Context: an optimization exercise on an open-source flow, tuned for small area, a short achievable clock period and few clock cycles per item. The choices shown serve that exercise and are no tape-out recipe.
In this exercise RTL edits were held to simulation tests only and were not proved equivalent to the original.
Power is estimated from default activity; no workload was simulated.

==> flow/design.v <==
package skf_pkg;
  localparam int VAL_W     = 32;    
  localparam int GAIN_W    = 17;    
  localparam int FRAC_BITS = 16;
  localparam logic [VAL_W-1:0] Q_RESET = 32'd1310720;
  localparam logic [VAL_W-1:0] R_RESET = 32'd13107200;
endpackage
module skf_add #(
  parameter int N = 32
) (
  input  logic [N-1:0] a,
  input  logic [N-1:0] b,
  input  logic         ci,
  output logic [N-1:0] s
);
  localparam int L = (N <= 2) ? 1 : (N <= 4) ? 2 : (N <= 8) ? 3 : (N <= 16) ? 4 :
                     (N <= 32) ? 5 : (N <= 64) ? 6 : 7;    
  logic [N-1:0] p0, g0;
  assign p0 = a ^ b;
  assign g0 = a & b;
  logic [N-1:0] g [0:2*L];
  logic [N-1:0] p [0:2*L];
  assign g[0] = {g0[N-1:1], g0[0] | (p0[0] & ci)};
  assign p[0] = p0;
  for (genvar l = 0; l < L; l++) begin : up
    for (genvar i = 0; i < N; i++) begin : bit_
      if (((i + 1) % (1 << (l + 1))) == 0 && i >= (1 << l)) begin : pcell
        assign g[l+1][i] = g[l][i] | (p[l][i] & g[l][i - (1 << l)]);
        assign p[l+1][i] = p[l][i] & p[l][i - (1 << l)];
      end else begin : pskip
        assign g[l+1][i] = g[l][i];
        assign p[l+1][i] = p[l][i];
      end
    end
  end
  for (genvar k = 0; k < L; k++) begin : dn
    localparam int LV = L - 1 - k;
    for (genvar i = 0; i < N; i++) begin : bit_
      if (((i + 1) % (1 << (LV + 1))) == (1 << LV) && i >= (1 << LV)) begin : pcell
        assign g[L+k+1][i] = g[L+k][i] | (p[L+k][i] & g[L+k][i - (1 << LV)]);
        assign p[L+k+1][i] = p[L+k][i] & p[L+k][i - (1 << LV)];
      end else begin : pskip
        assign g[L+k+1][i] = g[L+k][i];
        assign p[L+k+1][i] = p[L+k][i];
      end
    end
  end
  assign s = p0 ^ {g[2*L][N-2:0], ci};
endmodule
import skf_pkg::*;
module scalar_kalman_filter_unit #(
  parameter int SAMPLE_BITS = 16
) (
  input  logic                   clk,
  input  logic                   rst_n,
  input  logic                   in_valid,
  output logic                   in_stall,
  input  logic [SAMPLE_BITS-1:0] in_sample,
  output logic                   out_valid,
  input  logic                   out_stall,
  output logic [VAL_W-1:0]       out_estimate,
  output logic [GAIN_W-1:0]      out_gain,
  input  logic                   cfg_we,
  input  logic [0:0]             cfg_index,
  input  logic [VAL_W-1:0]       cfg_wdata
);
  logic        st_idle_r, st_d1_r, st_dm_r, st_e_r, st_acc_r;
  logic [2:0]  cnt_r;
  logic        out_valid_r;
  logic [31:0] q_r, r_r;
  logic [16:0] quo_r;
  logic [1:0]  dig_r;    
  logic        q16_r;
  logic [48:0] v_r;      
  logic [48:0] t_r;
  logic [32:0] rem_r;
  logic [32:0] den_r;
  logic [32:0] i_r;
  logic        step, rz;
  logic [31:0] ppred;
  assign rz       = (r_r == '0);
  assign in_stall = !st_idle_r;
  assign step     = st_dm_r || (st_d1_r && !(out_valid_r && out_stall));
  assign ppred    = v_r[48] ? 32'hFFFF_FFFF : v_r[47:16];
  logic [35:0] r4, s1, s2, s3;
  logic [35:0] d1n, d2n, c3s, c3c;
  logic [1:0]  dig;
  logic [32:0] rem_n;
  assign r4  = {1'b0, rem_r, 2'b00};
  assign d1n = ~{3'b000, den_r};
  assign d2n = ~{2'b00, den_r, 1'b0};
  assign c3s = r4 ^ d1n ^ d2n;
  assign c3c = (r4 & d1n) | (r4 & d2n) | (d1n & d2n);
  skf_add #(.N(36)) u_s1 (.a(r4), .b(d1n), .ci(1'b1), .s(s1));
  skf_add #(.N(36)) u_s2 (.a(r4), .b(d2n), .ci(1'b1), .s(s2));
  skf_add #(.N(36)) u_s3 (.a(c3s), .b({c3c[34:0], 1'b1}), .ci(1'b1), .s(s3));
  always_comb begin
    if (rz)            dig = 2'd0;    
    else if (!s3[35])  dig = 2'd3;
    else if (!s2[35])  dig = 2'd2;
    else if (!s1[35])  dig = 2'd1;
    else               dig = 2'd0;
    unique case (dig)
      2'd3:    rem_n = s3[32:0];
      2'd2:    rem_n = s2[32:0];
      2'd1:    rem_n = s1[32:0];
      default: rem_n = r4[32:0];
    endcase
  end
  logic        ineg;
  logic [48:0] isx, ta, tb, tc, ts, tcy, t_n;
  assign ineg = i_r[32];
  assign isx  = {{16{i_r[32]}}, i_r};
  assign ta   = ({49{st_idle_r}} & {16'd0, ~t_r[48:16]})
              | ({49{st_d1_r}}   & {{16{t_r[48]}}, t_r[48:16]})
              | ({49{st_acc_r}}  & {t_r[46:0], ineg, ineg});
  assign tb   = (dig_r[1] ? {isx[47:0], 1'b0} : '0)
              | (st_idle_r ? {16'd0, in_sample[15], in_sample, 16'd0} : '0);
  assign tc   = (dig_r[0] || (st_d1_r && q16_r)) ? isx : '0;
  assign ts   = ta ^ tb ^ tc;
  assign tcy  = (ta & tb) | (ta & tc) | (tb & tc);
  assign t_n  = ts + {tcy[47:0], st_idle_r};
  logic [48:0] wa, wb, wc, wd, w1s, w1c, w2s, w2c, w_n;
  assign wa = ({49{st_idle_r}} & {17'd0, r_r})
            | ({49{st_acc_r}}  & {v_r[46:0], 2'b00});
  assign wd = ({49{st_e_r}}    & {16'd0, rem_r})
            | ({49{st_idle_r}} & {17'd0, ppred});
  assign wb  = dig_r[1] ? {16'd0, r_r, 1'b0} : '0;
  assign wc  = dig_r[0] ? {17'd0, r_r} : '0;
  assign w1s = wa ^ wb ^ wc;
  assign w1c = {((wa & wb) | (wa & wc) | (wb & wc)), 1'b0};
  assign w2s = w1s ^ w1c ^ wd;
  assign w2c = (w1s & w1c) | (w1s & wd) | (w1c & wd);
  assign w_n = w2s + {w2c[47:0], 1'b0};
  always_ff @(posedge clk) begin
    if (!rst_n) begin
      st_idle_r   <= 1'b1;
      st_d1_r     <= 1'b0;
      st_dm_r     <= 1'b0;
      st_e_r      <= 1'b0;
      st_acc_r    <= 1'b0;
      cnt_r       <= '0;
      out_valid_r <= 1'b0;
      q_r         <= Q_RESET;
      r_r         <= R_RESET;
      t_r         <= '0;
      v_r         <= {1'b0, Q_RESET, 16'd0};
      dig_r       <= '0;
    end else begin
      dig_r <= step ? dig : 2'd0;
      if (out_valid_r && !out_stall) out_valid_r <= 1'b0;
      if (st_idle_r && in_valid) begin
        st_idle_r <= 1'b0;
        st_d1_r   <= 1'b1;
      end
      if (st_d1_r && step) begin
        st_d1_r  <= 1'b0;
        st_dm_r  <= 1'b1;
        st_acc_r <= 1'b1;
        cnt_r    <= '0;
      end
      if (st_dm_r) begin
        cnt_r <= cnt_r + 3'd1;
        if (cnt_r == 3'd6) begin
          st_dm_r <= 1'b0;
          st_e_r  <= 1'b1;
        end
      end
      if (st_e_r) begin
        st_e_r      <= 1'b0;
        st_acc_r    <= 1'b0;
        st_idle_r   <= 1'b1;
        out_valid_r <= 1'b1;
      end
      if (st_d1_r && step) begin
        t_r <= t_n;
        v_r <= {17'd0, q_r};
      end else if (st_acc_r) begin
        t_r <= t_n;
        v_r <= w_n;
      end
      if (cfg_we) begin
        if (cfg_index == 1'b0) begin
          q_r <= cfg_wdata;
          v_r <= {1'b0, cfg_wdata, 16'd0};
        end else begin
          r_r <= cfg_wdata;
          v_r <= {1'b0, q_r, 16'd0};
        end
        t_r <= '0;
      end
    end
  end
  always_ff @(posedge clk) begin
    if (st_idle_r) begin
      den_r <= w_n[32:0];
      rem_r <= rz ? '0 : {1'b0, ppred};
      q16_r <= rz && (ppred != '0);
      i_r   <= t_n[32:0];
    end else if (step) begin
      rem_r <= rem_n;
    end
    if (step) begin
      quo_r[15:0] <= {quo_r[13:0], dig};
      if (st_d1_r) quo_r[16] <= q16_r;
    end
  end
  assign out_valid    = out_valid_r;
  assign out_estimate = t_r[47:16];
  assign out_gain     = quo_r;
endmodule
clock: 8.0 ns
lec_check: 0
cap_margin: 20
core_margin: 2
core_utilization: 40
setup_slack_margin: 4
slew_margin: 20
run.sh (not shown) runs the stock make flow with config.mk's settings and CLKGATE_MAP_FILE= SYNTH_SCRIPT=/design/flow/synth_recipe.tcl, a recipe that flattens the netlist after the stock synthesis.
Testbench counts at the start, summed over its fixed seeds: cycles 20,488, items 2,048.
Rerun with:
--- a/flow/design.v
+++ b/flow/design.v
@@ -72,4 +72,5 @@
   logic [1:0]  dig_r;    
   logic        q16_r;
+  logic [15:0] z_r;
   logic [48:0] v_r;      
   logic [48:0] t_r;
@@ -109,21 +110,21 @@
   end
   logic        ineg;
-  logic [48:0] isx, ta, tb, tc, ts, tcy, t_n;
+  logic [48:0] isx, ta, tb, tc, ts, tcy, t_n, t_init;
   assign ineg = i_r[32];
   assign isx  = {{16{i_r[32]}}, i_r};
-  assign ta   = ({49{st_idle_r}} & {16'd0, ~t_r[48:16]})
-              | ({49{st_d1_r}}   & {{16{t_r[48]}}, t_r[48:16]})
-              | ({49{st_acc_r}}  & {t_r[46:0], ineg, ineg});
-  assign tb   = (dig_r[1] ? {isx[47:0], 1'b0} : '0)
-              | (st_idle_r ? {16'd0, in_sample[15], in_sample, 16'd0} : '0);
-  assign tc   = (dig_r[0] || (st_d1_r && q16_r)) ? isx : '0;
+  assign ta   = {t_r[46:0], ineg, ineg};
+  assign tb   = dig_r[1] ? {isx[47:0], 1'b0} : '0;
+  assign tc   = dig_r[0] ? isx : '0;
   assign ts   = ta ^ tb ^ tc;
   assign tcy  = (ta & tb) | (ta & tc) | (tb & tc);
-  assign t_n  = ts + {tcy[47:0], st_idle_r};
+  assign t_n  = ts + {tcy[47:0], 1'b0};
+  assign t_init = q16_r ? {{17{z_r[15]}}, z_r, 16'd0} : {{16{t_r[48]}}, t_r[48:16]};
   logic [48:0] wa, wb, wc, wd, w1s, w1c, w2s, w2c, w_n;
   assign wa = ({49{st_idle_r}} & {17'd0, r_r})
+            | ({49{st_d1_r}}   & {16'd0, ~t_r[48:16]})
             | ({49{st_acc_r}}  & {v_r[46:0], 2'b00});
   assign wd = ({49{st_e_r}}    & {16'd0, rem_r})
-            | ({49{st_idle_r}} & {17'd0, ppred});
+            | ({49{st_idle_r}} & {17'd0, ppred})
+            | ({49{st_d1_r}}   & {16'd0, z_r[15], z_r, 16'd0});
   assign wb  = dig_r[1] ? {16'd0, r_r, 1'b0} : '0;
   assign wc  = dig_r[0] ? {17'd0, r_r} : '0;
@@ -132,5 +133,5 @@
   assign w2s = w1s ^ w1c ^ wd;
   assign w2c = (w1s & w1c) | (w1s & wd) | (w1c & wd);
-  assign w_n = w2s + {w2c[47:0], 1'b0};
+  assign w_n = w2s + {w2c[47:0], st_d1_r};
   always_ff @(posedge clk) begin
     if (!rst_n) begin
@@ -174,5 +175,5 @@
       end
       if (st_d1_r && step) begin
-        t_r <= t_n;
+        t_r <= t_init;
         v_r <= {17'd0, q_r};
       end else if (st_acc_r) begin
@@ -197,8 +198,9 @@
       rem_r <= rz ? '0 : {1'b0, ppred};
       q16_r <= rz && (ppred != '0);
-      i_r   <= t_n[32:0];
+      z_r   <= in_sample;
     end else if (step) begin
       rem_r <= rem_n;
     end
+    if (st_d1_r && step) i_r <= w_n[32:0];
     if (step) begin
       quo_r[15:0] <= {quo_r[13:0], dig};
Via count rises by 1.2%.
Critical path depth falls by 1.
Final area falls by 2.1%.
Worst setup slack is worse by 0.24 ns.
Utilization falls by 2.0 points.
Wire length rises by 9.9%.
Flip-flop and latch count rises by 16.
Global-route usage rises by 3.2 points.
Sequential power hardly moves.
Testbench counts after the change, summed over its fixed seeds: cycles 20,488, items 2,048.


RTL: the design.v shown in full above, as it stands there.
Settings: LEC_CHECK=0, CAP_MARGIN=20, CORE_MARGIN=2, CORE_UTILIZATION=40, SETUP_SLACK_MARGIN=3.5, SLEW_MARGIN=20; clock period 8.0 ns.
Testbench counts at the start, summed over its fixed seeds: cycles 20,488, items 2,048.
==> next run, changes <==
--- a/flow/design.v
+++ b/flow/design.v
@@ -116,25 +116,25 @@
               | ({49{st_acc_r}}  & {t_r[46:0], ineg, ineg});
   assign tb   = (dig_r[1] ? {isx[47:0], 1'b0} : '0)
               | (st_idle_r ? {16'd0, in_sample[15], in_sample, 16'd0} : '0);
   assign tc   = (dig_r[0] || (st_d1_r && q16_r)) ? isx : '0;
   assign ts   = ta ^ tb ^ tc;
   assign tcy  = (ta & tb) | (ta & tc) | (tb & tc);
-  assign t_n  = ts + {tcy[47:0], st_idle_r};
+  skf_add #(.N(49)) u_t (.a(ts), .b({tcy[47:0], st_idle_r}), .ci(1'b0), .s(t_n));
   logic [48:0] wa, wb, wc, wd, w1s, w1c, w2s, w2c, w_n;
   assign wa = ({49{st_idle_r}} & {17'd0, r_r})
             | ({49{st_acc_r}}  & {v_r[46:0], 2'b00});
   assign wd = ({49{st_e_r}}    & {16'd0, rem_r})
             | ({49{st_idle_r}} & {17'd0, ppred});
   assign wb  = dig_r[1] ? {16'd0, r_r, 1'b0} : '0;
   assign wc  = dig_r[0] ? {17'd0, r_r} : '0;
   assign w1s = wa ^ wb ^ wc;
   assign w1c = {((wa & wb) | (wa & wc) | (wb & wc)), 1'b0};
   assign w2s = w1s ^ w1c ^ wd;
   assign w2c = (w1s & w1c) | (w1s & wd) | (w1c & wd);
-  assign w_n = w2s + {w2c[47:0], 1'b0};
+  skf_add #(.N(49)) u_w (.a(w2s), .b({w2c[47:0], 1'b0}), .ci(1'b0), .s(w_n));
   always_ff @(posedge clk) begin
     if (!rst_n) begin
       st_idle_r   <= 1'b1;
       st_d1_r     <= 1'b0;
       st_dm_r     <= 1'b0;
       st_e_r      <= 1'b0;
Result: Wire length went down by 3.0%. Core utilization went up by 1.4 points. Worst hold slack stays flat. Die area went down by about 2%. Sequential power stays flat.
Testbench counts after the change, summed over its fixed seeds: cycles 20,488, items 2,048.


// scalar_kalman_filter_unit: RTL as listed in full above, without the edits since
Settings: LEC_CHECK=0, CAP_MARGIN=20, CORE_MARGIN=2, CORE_UTILIZATION=40, SETUP_SLACK_MARGIN=3, SLEW_MARGIN=20; clock period 8.0 ns.
The baseline ran to the end with no violations.
Testbench counts at the start, summed over its fixed seeds: cycles 20,488, items 2,048.
Then changed:
--- a/flow/design.v
+++ b/flow/design.v
@@ -73,12 +73,13 @@
   logic        q16_r;
   logic [48:0] v_r;      
   logic [48:0] t_r;
   logic [32:0] rem_r;
   logic [32:0] den_r;
   logic [32:0] i_r;
+  logic [31:0] p_r;      
   logic        step, rz;
   logic [31:0] ppred;
   assign rz       = (r_r == '0);
   assign in_stall = !st_idle_r;
   assign step     = st_dm_r || (st_d1_r && !(out_valid_r && out_stall));
   assign ppred    = v_r[48] ? 32'hFFFF_FFFF : v_r[47:16];
@@ -117,24 +118,23 @@
   assign tb   = (dig_r[1] ? {isx[47:0], 1'b0} : '0)
               | (st_idle_r ? {16'd0, in_sample[15], in_sample, 16'd0} : '0);
   assign tc   = (dig_r[0] || (st_d1_r && q16_r)) ? isx : '0;
   assign ts   = ta ^ tb ^ tc;
   assign tcy  = (ta & tb) | (ta & tc) | (tb & tc);
   assign t_n  = ts + {tcy[47:0], st_idle_r};
-  logic [48:0] wa, wb, wc, wd, w1s, w1c, w2s, w2c, w_n;
-  assign wa = ({49{st_idle_r}} & {17'd0, r_r})
-            | ({49{st_acc_r}}  & {v_r[46:0], 2'b00});
-  assign wd = ({49{st_e_r}}    & {16'd0, rem_r})
-            | ({49{st_idle_r}} & {17'd0, ppred});
-  assign wb  = dig_r[1] ? {16'd0, r_r, 1'b0} : '0;
-  assign wc  = dig_r[0] ? {17'd0, r_r} : '0;
-  assign w1s = wa ^ wb ^ wc;
-  assign w1c = {((wa & wb) | (wa & wc) | (wb & wc)), 1'b0};
-  assign w2s = w1s ^ w1c ^ wd;
-  assign w2c = (w1s & w1c) | (w1s & wd) | (w1c & wd);
-  assign w_n = w2s + {w2c[47:0], 1'b0};
+  logic [48:0] va, vb, vc, vs, vcy, v_n;
+  assign va = ({49{st_idle_r}} & {17'd0, r_r})
+            | ({49{st_d1_r}}   & {17'd0, q_r})
+            | ({49{st_acc_r}}  & {v_r[46:0], 2'b10});
+  assign vb = ({49{st_idle_r}} & {17'd0, ppred})
+            | ({49{st_d1_r}}   & {16'd0, rem_r})
+            | ({49{st_acc_r}}  & ~(dig_r[1] ? {16'd0, p_r, 1'b0} : 49'd0));
+  assign vc = {49{st_acc_r}} & ~(dig_r[0] ? {17'd0, p_r} : 49'd0);
+  assign vs  = va ^ vb ^ vc;
+  assign vcy = (va & vb) | (va & vc) | (vb & vc);
+  assign v_n = vs + {vcy[47:0], 1'b0};
   always_ff @(posedge clk) begin
     if (!rst_n) begin
       st_idle_r   <= 1'b1;
       st_d1_r     <= 1'b0;
       st_dm_r     <= 1'b0;
       st_e_r      <= 1'b0;
@@ -171,16 +171,16 @@
         st_acc_r    <= 1'b0;
         st_idle_r   <= 1'b1;
         out_valid_r <= 1'b1;
       end
       if (st_d1_r && step) begin
         t_r <= t_n;
-        v_r <= {17'd0, q_r};
+        v_r <= v_n;
       end else if (st_acc_r) begin
         t_r <= t_n;
-        v_r <= w_n;
+        v_r <= v_n;
       end
       if (cfg_we) begin
         if (cfg_index == 1'b0) begin
           q_r <= cfg_wdata;
           v_r <= {1'b0, cfg_wdata, 16'd0};
         end else begin
@@ -190,13 +190,14 @@
         t_r <= '0;
       end
     end
   end
   always_ff @(posedge clk) begin
     if (st_idle_r) begin
-      den_r <= w_n[32:0];
+      den_r <= v_n[32:0];
+      p_r   <= ppred;
       rem_r <= rz ? '0 : {1'b0, ppred};
       q16_r <= rz && (ppred != '0);
       i_r   <= t_n[32:0];
     end else if (step) begin
       rem_r <= rem_n;
     end
Effect:
- clock-buffer cell count rose by 12
- worst hold slack is better by 8.6 ps
- sequential share of layout area increases by 2.9 points
- cell count climbs by 0.43%
- utilization goes down by 0.29 points
Testbench counts after the change, summed over its fixed seeds: cycles 20,488, items 2,048.

[port drivers added, routing unchanged]
In the flow no input, the clock included, has a driving cell. The finished layouts below were timed again as built, in two steps. Step 1 assumes that a clkbuf_16 drives the clock port and a buf_2 every other input. Step 2 adds t to the input delays and takes it off the output delays; t is the mean of the earliest and latest rising clock arrival at the registers after step 1. Input paths then give back, and output paths get back, about the clock's delay inside the block. Three values: ideal, step 1, step 2; two values: the first two.
| run | t, ns | setup WS [ns] | hold WS [ns] | worst setup path after step 2 | worst slew at a driven data input, ns |
|---|---|---|---|---|---|
| the first run of note 1 | 0.617 | 3.589 / 3.589 / 3.169 | 0.447 / 0.447 / 0.447 | input to register | 0.05 |
| the second run of note 1 | 0.621 | 3.345 / 3.345 / 3.343 | 0.449 / 0.449 / 0.449 | input to register | 0.04 |
| the first run of note 2 | 0.607 | 3.550 / 3.550 / 2.981 | 0.449 / 0.449 / 0.449 | input to register | 0.07 |
| the second run of note 2 | 0.593 | 3.089 / 3.089 / 2.724 | 0.447 / 0.447 / 0.447 | input to register | 0.05 |
| the first run of note 3 | 0.609 | 3.195 / 3.195 / 2.657 | 0.442 / 0.442 / 0.442 | input to register | 0.06 |
| the second run of note 3 | 0.611 | 3.074 / 3.097 / 2.486 | 0.451 / 0.451 / 0.451 | input to register | 0.07 |
After both steps every run listed still meets setup and hold. For the second run of note 3, which loses most, drivers alone change the setup slack by +0.023 ns; drivers and shift together by -0.588 ns.
